What follows belongs to an exercise in optimizing a design on an open flow for a short achievable clock period and few clock cycles per item; a production flow would make more cautious choices. In this exercise RTL edits were held to simulation tests only and were not proved equivalent to the original. Power and IR drop assume default switching activity.

==> inputs of 08-25 <==
Design clock_page_buffer_manager, start of the top module:
module clock_page_buffer_manager #(
    parameter int NUM_FRAMES = 16
) (
    input  logic                i_clk,
    input  logic                i_rst_n,
    input  logic                push,
    output logic                full,
    input  logic [43:0]         i_item,
    output logic                empty,
    input  logic                pop,
    output logic [50:0]         o_item
);
    cpbm_pkg::t_in_item  cmd;
    logic                cmd_v, cmd_adv;
    cpbm_pkg::t_out_item res;
    logic                res_push;
    logic [1:0]          res_cnt_n;
    cpbm_front u_front (
        .i_clk   (i_clk),
        .i_rst_n (i_rst_n),
        .i_push  (push),
        .i_item  (i_item),
        .o_full  (full),
        .i_adv   (cmd_adv),
        .o_cmd   (cmd),
        .o_cmd_v (cmd_v)
    );
    cpbm_engine #(
        .NUM_FRAMES (NUM_FRAMES)
    ) u_engine (
        .i_clk      (i_clk),
        .i_rst_n    (i_rst_n),
        .i_cmd      (cmd),
        .i_cmd_v    (cmd_v),
        .o_cmd_adv  (cmd_adv),
        .o_res_push (res_push),
        .o_res      (res),
        .i_res_cnt_n (res_cnt_n)
    );
    cpbm_fifo #(
        .W     (cpbm_pkg::OUT_W),
        .DEPTH (3)
    ) u_res_q (
        .i_clk   (i_clk),
        .i_rst_n (i_rst_n),
        .i_push  (res_push),
        .i_data  (res),
        .o_cnt_n (res_cnt_n),
        .i_pop   (pop),
        .o_data  (o_item),
        .o_empty (empty)
    );
endmodule
Settings: LEC_CHECK=0, ABC_CLOCK_PERIOD_IN_PS=2500, CAP_MARGIN=20, CORE_MARGIN=2, CORE_UTILIZATION=25, SETUP_SLACK_MARGIN=3.1, SLEW_MARGIN=20, TNS_END_PERCENT=100; clock period 5.5 ns.
run.sh (not shown) runs the stock make flow with config.mk's settings and CLKGATE_MAP_FILE= SYNTH_SCRIPT=/design/flow/synth_recipe.tcl, a recipe that flattens the netlist after the stock synthesis.
==> 12-11: changes against 08-25 <==
--- a/flow/design.v
+++ b/flow/design.v
@@ -39,63 +39,52 @@
         logic [7:0]  file_id;
         logic [31:0] page_id;
         logic        mark_dirty;
     } t_job;
 endpackage
 `timescale 1ns / 1ps
 module cpbm_fifo #(
     parameter int W     = 8,
-    parameter int DEPTH = 3
+    parameter int DEPTH = 4
 ) (
     input  logic                       i_clk,
     input  logic                       i_rst_n,
     input  logic                       i_push,
     input  logic [W-1:0]               i_data,
     output logic [$clog2(DEPTH+1)-1:0] o_cnt_n,    
     input  logic                       i_pop,
     output logic [W-1:0]               o_data,
     output logic                       o_empty
 );
-    localparam int RN = DEPTH - 1;                  
-    localparam int RW = (RN > 1) ? $clog2(RN) : 1;
     localparam int CW = $clog2(DEPTH + 1);
-    logic [W-1:0]  r_head;
-    logic          r_hv;
-    logic [W-1:0]  r_ring [RN];
-    logic [RW-1:0] r_wp, r_rp;
-    logic [CW-1:0] r_rcnt;                           
-    logic          hload, from_ring, direct;
-    logic [CW-1:0] rcnt_n;
-    assign o_data    = r_head;
-    assign o_empty   = !r_hv;
-    assign hload     = !r_hv || i_pop;
-    assign from_ring = hload && (r_rcnt != '0);
-    assign direct    = hload && (r_rcnt == '0) && i_push;
-    assign rcnt_n    = r_rcnt + CW'(i_push && !direct) - CW'(from_ring);
-    assign o_cnt_n   = rcnt_n + CW'((r_hv && !i_pop) || from_ring || direct);
+    logic [W-1:0]  r_mem [DEPTH];
+    logic [CW-1:0] r_cnt, wpos;
+    logic          r_ne, do_pop;
+    assign o_cnt_n = r_cnt + CW'(i_push) - CW'(do_pop);
+    assign o_empty = !r_ne;
+    assign o_data  = r_mem[0];
+    assign do_pop  = i_pop && r_ne;
+    assign wpos    = do_pop ? r_cnt - 1'b1 : r_cnt;
     always_ff @(posedge i_clk) begin
         if (!i_rst_n) begin
-            r_hv   <= 1'b0;
-            r_wp   <= '0;
-            r_rp   <= '0;
-            r_rcnt <= '0;
+            r_cnt <= '0;
+            r_ne  <= 1'b0;
         end else begin
-            if (hload) r_hv <= from_ring || i_push;
-            if (i_push && !direct) r_wp <= (r_wp == RW'(RN - 1)) ? '0 : r_wp + 1'b1;
-            if (from_ring) r_rp <= (r_rp == RW'(RN - 1)) ? '0 : r_rp + 1'b1;
-            r_rcnt <= rcnt_n;
+            r_cnt <= o_cnt_n;
+            r_ne  <= i_push || (r_cnt > CW'(do_pop));
         end
     end
     always_ff @(posedge i_clk) begin
-        if (hload) begin
-            r_head <= (r_rcnt != '0) ? r_ring[r_rp] : i_data;
-        end
-        if (i_push) begin
-            r_ring[r_wp] <= i_data;
+        for (int k = 0; k < DEPTH; k++) begin
+            if (i_push && wpos == CW'(k)) begin
+                r_mem[k] <= i_data;
+            end else if (do_pop) begin
+                r_mem[k] <= (k + 1 < DEPTH) ? r_mem[(k + 1) % DEPTH] : r_mem[k];
+            end
         end
     end
 endmodule
 `timescale 1ns / 1ps
 module cpbm_front (
     input  logic               i_clk,
     input  logic               i_rst_n,
     input  logic               i_push,
@@ -212,18 +201,17 @@
     assign m1c  = (((r1_m & ~r1_tk) | (r1_tk & {N{r1_same_w}})) & ~r_chg_p) |
                   (r_take_p & {N{r1_same_x}});
     assign fm1c = (((r1_fm & ~r1_tk) | (r1_tk & {N{r1_samef_w}})) & ~r_chg_p) |
                   (r_take_p & {N{r1_samef_x}});
     assign samef_y = (r_ctag[TW-1 -: 8] == r1_cmd.file_id);
     assign same_y  = samef_y && (r_ctag[31:0] == r1_cmd.page_id);
     assign m1n  = (m1c & ~(u_take | u_free)) | (u_take & {N{same_y}});
     assign fm1n = (fm1c & ~(u_take | u_free)) | (u_take & {N{samef_y}});
-    logic                  exec, emit, load2, done, lap, pre;
-    logic                  r_fewca, r_lapd;
+    logic                  exec, emit, load2, done, lap;
     logic [N-1:0]          m2, fm2, pinned;
     logic                  hit;
     logic                  r3_v, r_room;
     assign exec  = r_v && !r_fl && r_room;
     assign emit  = r_fl && r_room;
     assign load2 = !r_v || done;
     assign load1 = !r1_v || load2;
     assign o_cmd_adv = load1;
@@ -254,27 +242,26 @@
         fx        = fm2 & (pinned | r_dirty);
         fxp       = pre_or(fx);
         fq        = fx & ~fxp;
         fq_any    = |fx;
         fq_pin    = |(fq & pinned);
         fpp       = pre_or(fm2 & pinned);
         fstop     = fm2 & pinned & ~fpp;
         fstop_any = |(fm2 & pinned);
-        freed     = fm2 & ~pinned & ~fpp;
+        freed     = fm2 & ~fpp & ~fstop;
         fl_d      = freed & r_dirty & ~fq;
     end
     logic [N-1:0] u_pin, u_unpin, u_clr;
     logic         miss_pin;
-    assign pre      = exec && r_pin && r_fewca && !r_lapd;
-    assign done     = exec && !pre;
-    assign miss_pin = done && r_pin && !hit && any_b;
-    assign lap      = pre && !hit && !any_a && any_b;
+    assign miss_pin = exec && r_pin && !hit && any_a;
+    assign lap      = exec && r_pin && !hit && !any_a && any_b;
+    assign done     = exec && !lap;
     always_comb begin
-        u_pin   = {N{done && r_pin}} & m2;
+        u_pin   = {N{exec && r_pin}} & m2;
         u_unpin = {N{exec && r_unpin}} & m2 & ~r_z;
         u_free  = ({N{exec && r_disp}} & m2) | ({N{exec && r_flush}} & freed);
         u_take  = {N{miss_pin}} & take_v;
         u_clr   = ({N{miss_pin}} & refclr) | ({N{lap}} & r_z);
     end
     logic [N-1:0] fl_first;
     assign fl_first = r_fl_d & ~pre_or(r_fl_d);
     logic [N-1:0] n3_fr;
@@ -357,18 +344,16 @@
             r1_v    <= 1'b0;
             r_chg_p <= '0;
             r_take_p <= '0;
             r_fl    <= 1'b0;
             r3_v    <= 1'b0;
             r_room  <= 1'b1;
             r_tk    <= '0;
             r_ca    <= '1;
-            r_fewca <= 1'b1;
-            r_lapd  <= 1'b0;
         end else begin
             for (int i = 0; i < N; i++) begin
                 if (u_take[i]) begin
                     r_valid[i] <= 1'b1;
                     r_pins[i]  <= 8'd1;
                     r_z[i]     <= 1'b0;
                     r_ref[i]   <= 1'b1;
                     r_ca[i]    <= 1'b0;
@@ -391,22 +376,16 @@
                     r_ca[i]    <= (r_pins[i] == 8'd1) && !r_ref[i];
                     if (r_md) r_dirty[i] <= 1'b1;
                 end else if (u_clr[i]) begin
                     r_ref[i]   <= 1'b0;
                     r_ca[i]    <= 1'b1;
                 end
             end
             if (miss_pin) r_after <= after_n;
-            r_fewca <= !(|(r_ca & pre_or(r_ca)));
-            if (pre) begin
-                r_lapd <= 1'b1;
-            end else if (done) begin
-                r_lapd <= 1'b0;
-            end
             r_tk   <= u_take;
             r_room <= ({1'b0, i_res_cnt_n} + {2'b00, done || emit}) <= 3'(DEPTH - 1);
             if (load2) r_v <= r1_v;
             if (load1) r1_v <= i_cmd_v;
             r_chg_p  <= u_take | u_free;
             r_take_p <= u_take;
             r3_v <= done || emit;
             if (exec && r_flush) begin
==> 06-22: changes against 08-25 <==
--- a/flow/design.v
+++ b/flow/design.v
@@ -50,53 +50,50 @@
     input  logic                       i_rst_n,
     input  logic                       i_push,
     input  logic [W-1:0]               i_data,
     output logic [$clog2(DEPTH+1)-1:0] o_cnt_n,    
     input  logic                       i_pop,
     output logic [W-1:0]               o_data,
     output logic                       o_empty
 );
-    localparam int RN = DEPTH - 1;                  
-    localparam int RW = (RN > 1) ? $clog2(RN) : 1;
+    localparam int AW = (DEPTH > 1) ? $clog2(DEPTH) : 1;
     localparam int CW = $clog2(DEPTH + 1);
-    logic [W-1:0]  r_head;
-    logic          r_hv;
-    logic [W-1:0]  r_ring [RN];
-    logic [RW-1:0] r_wp, r_rp;
-    logic [CW-1:0] r_rcnt;                           
-    logic          hload, from_ring, direct;
-    logic [CW-1:0] rcnt_n;
-    assign o_data    = r_head;
-    assign o_empty   = !r_hv;
-    assign hload     = !r_hv || i_pop;
-    assign from_ring = hload && (r_rcnt != '0);
-    assign direct    = hload && (r_rcnt == '0) && i_push;
-    assign rcnt_n    = r_rcnt + CW'(i_push && !direct) - CW'(from_ring);
-    assign o_cnt_n   = rcnt_n + CW'((r_hv && !i_pop) || from_ring || direct);
+    logic [W-1:0]  r_ring [DEPTH];
+    logic [W-1:0]  r_out;
+    logic [AW-1:0] r_wp, r_rp, rp1;
+    logic [CW-1:0] r_cnt;
+    logic          r_ne, do_pop;
+    assign o_data  = r_out;
+    assign o_empty = !r_ne;
+    assign do_pop  = i_pop && r_ne;
+    assign rp1     = (r_rp == AW'(DEPTH - 1)) ? '0 : r_rp + 1'b1;
+    assign o_cnt_n = r_cnt + CW'(i_push) - CW'(do_pop);
     always_ff @(posedge i_clk) begin
         if (!i_rst_n) begin
-            r_hv   <= 1'b0;
-            r_wp   <= '0;
-            r_rp   <= '0;
-            r_rcnt <= '0;
+            r_wp  <= '0;
+            r_rp  <= '0;
+            r_cnt <= '0;
+            r_ne  <= 1'b0;
         end else begin
-            if (hload) r_hv <= from_ring || i_push;
-            if (i_push && !direct) r_wp <= (r_wp == RW'(RN - 1)) ? '0 : r_wp + 1'b1;
-            if (from_ring) r_rp <= (r_rp == RW'(RN - 1)) ? '0 : r_rp + 1'b1;
-            r_rcnt <= rcnt_n;
+            if (i_push) r_wp <= (r_wp == AW'(DEPTH - 1)) ? '0 : r_wp + 1'b1;
+            if (do_pop) r_rp <= rp1;
+            r_cnt <= o_cnt_n;
+            r_ne  <= (o_cnt_n != '0);
         end
     end
     always_ff @(posedge i_clk) begin
-        if (hload) begin
-            r_head <= (r_rcnt != '0) ? r_ring[r_rp] : i_data;
-        end
         if (i_push) begin
             r_ring[r_wp] <= i_data;
         end
+        if (do_pop ? (r_cnt > CW'(1)) : (r_cnt != '0)) begin
+            r_out <= r_ring[do_pop ? rp1 : r_rp];
+        end else begin
+            r_out <= i_data;
+        end
     end
 endmodule
 `timescale 1ns / 1ps
 module cpbm_front (
     input  logic               i_clk,
     input  logic               i_rst_n,
     input  logic               i_push,
     input  cpbm_pkg::t_in_item i_item,
@@ -216,20 +213,22 @@
     assign samef_y = (r_ctag[TW-1 -: 8] == r1_cmd.file_id);
     assign same_y  = samef_y && (r_ctag[31:0] == r1_cmd.page_id);
     assign m1n  = (m1c & ~(u_take | u_free)) | (u_take & {N{same_y}});
     assign fm1n = (fm1c & ~(u_take | u_free)) | (u_take & {N{samef_y}});
     logic                  exec, emit, load2, done, lap, pre;
     logic                  r_fewca, r_lapd;
     logic [N-1:0]          m2, fm2, pinned;
     logic                  hit;
-    logic                  r3_v, r_room;
-    assign exec  = r_v && !r_fl && r_room;
+    logic                  r3_v, r_room, r_va, room_n, v_n;
+    assign exec  = r_va && !r_fl;
     assign emit  = r_fl && r_room;
     assign load2 = !r_v || done;
+    assign room_n = ({1'b0, i_res_cnt_n} + {2'b00, done || emit}) <= 3'(DEPTH - 1);
+    assign v_n    = load2 ? r1_v : r_v;
     assign load1 = !r1_v || load2;
     assign o_cmd_adv = load1;
     assign m2     = r_m;
     assign fm2    = r_fm;
     assign pinned = ~r_z;
     assign hit    = |m2;
     logic [N-1:0] x1, x2, p1, p2, f1, f2;
     logic         s1, any_a, any_b;
@@ -355,16 +354,17 @@
             for (int i = 0; i < N; i++) r_pins[i] <= 8'd0;
             r_v     <= 1'b0;
             r1_v    <= 1'b0;
             r_chg_p <= '0;
             r_take_p <= '0;
             r_fl    <= 1'b0;
             r3_v    <= 1'b0;
             r_room  <= 1'b1;
+            r_va    <= 1'b0;
             r_tk    <= '0;
             r_ca    <= '1;
             r_fewca <= 1'b1;
             r_lapd  <= 1'b0;
         end else begin
             for (int i = 0; i < N; i++) begin
                 if (u_take[i]) begin
                     r_valid[i] <= 1'b1;
@@ -398,18 +398,19 @@
             if (miss_pin) r_after <= after_n;
             r_fewca <= !(|(r_ca & pre_or(r_ca)));
             if (pre) begin
                 r_lapd <= 1'b1;
             end else if (done) begin
                 r_lapd <= 1'b0;
             end
             r_tk   <= u_take;
-            r_room <= ({1'b0, i_res_cnt_n} + {2'b00, done || emit}) <= 3'(DEPTH - 1);
-            if (load2) r_v <= r1_v;
+            r_room <= room_n;
+            r_va   <= v_n && room_n;
+            r_v    <= v_n;
             if (load1) r1_v <= i_cmd_v;
             r_chg_p  <= u_take | u_free;
             r_take_p <= u_take;
             r3_v <= done || emit;
             if (exec && r_flush) begin
                 r_fl <= fq_any && !fq_pin;
             end else if (emit && !(|r_fl_d)) begin
                 r_fl <= 1'b0;
Settings changed: CORE_UTILIZATION 25 to 30.
==> comparison <==
Cell area, lowest first: 06-22, 08-25, 12-11. Against 12-11, the setup slack of 08-25 is worse by 4.0 ps. Power: 06-22 > 08-25 > 12-11. The highest sequential power belongs to 06-22, the lowest to 12-11.
==> figures <==
item                                                                 06-22                    12-11                    08-25
Number of clock buffers in the layout                                  236                      218                      208
CTS buffer count                                                       167                      159                      160
Standard cell area after detailed placement                      72050 µm²                71550 µm²                71140 µm²
Post-Syn Nets                                                         5832                     5645                     5657
Fraction of power spent switching nets                              0.2621                   0.2455                   0.2766
Flop pwr share                                                       0.475                    0.490                    0.468
Result of the run                                  complete, no violations  complete, no violations  complete, no violations
Initial standard-cell utilization of the core                       0.3009                   0.2507                   0.2512
Drt total wl                                                     276700 µm                286400 µm                279900 µm
Total non-filler cell area in the finished layout                84170 µm²                86170 µm²                85170 µm²
Testbench counts of 08-25, summed over its fixed seeds: cycles 12,377, items 12,000.
Testbench counts of 12-11, summed over its fixed seeds: cycles 12,318, items 12,000.
Testbench counts of 06-22, summed over its fixed seeds: cycles 12,377, items 12,000.

## separate check: timing with driven ports
How much do the figures lean on ideal ports? The routed layouts below were timed once more, with nothing changed but the port constraints.
Step 1, drivers: a clkbuf_16 drives i_clk and a buf_2 each remaining input, both assumed.
Step 2 times the ports against the registers' clock, not the clock port: input delays grow and output delays shrink by t, the midpoint of the rising clock arrivals with the driver on.
a / b / c = no drivers / after step 1 / after step 2; a / b = the first two.
run	shift t [ns]	setup slack, ns	worst setup path after step 2
08-25	0.901	2.665 / 2.665 / 2.225	input to register
12-11	0.905	2.669 / 2.669 / 1.974	input to register
06-22	0.915	2.873 / 2.873 / 2.390	input to register
After both steps every run listed still meets setup and hold. For 12-11, which loses most, drivers alone change the setup slack by 0.000 ns; drivers and shift together by -0.695 ns.
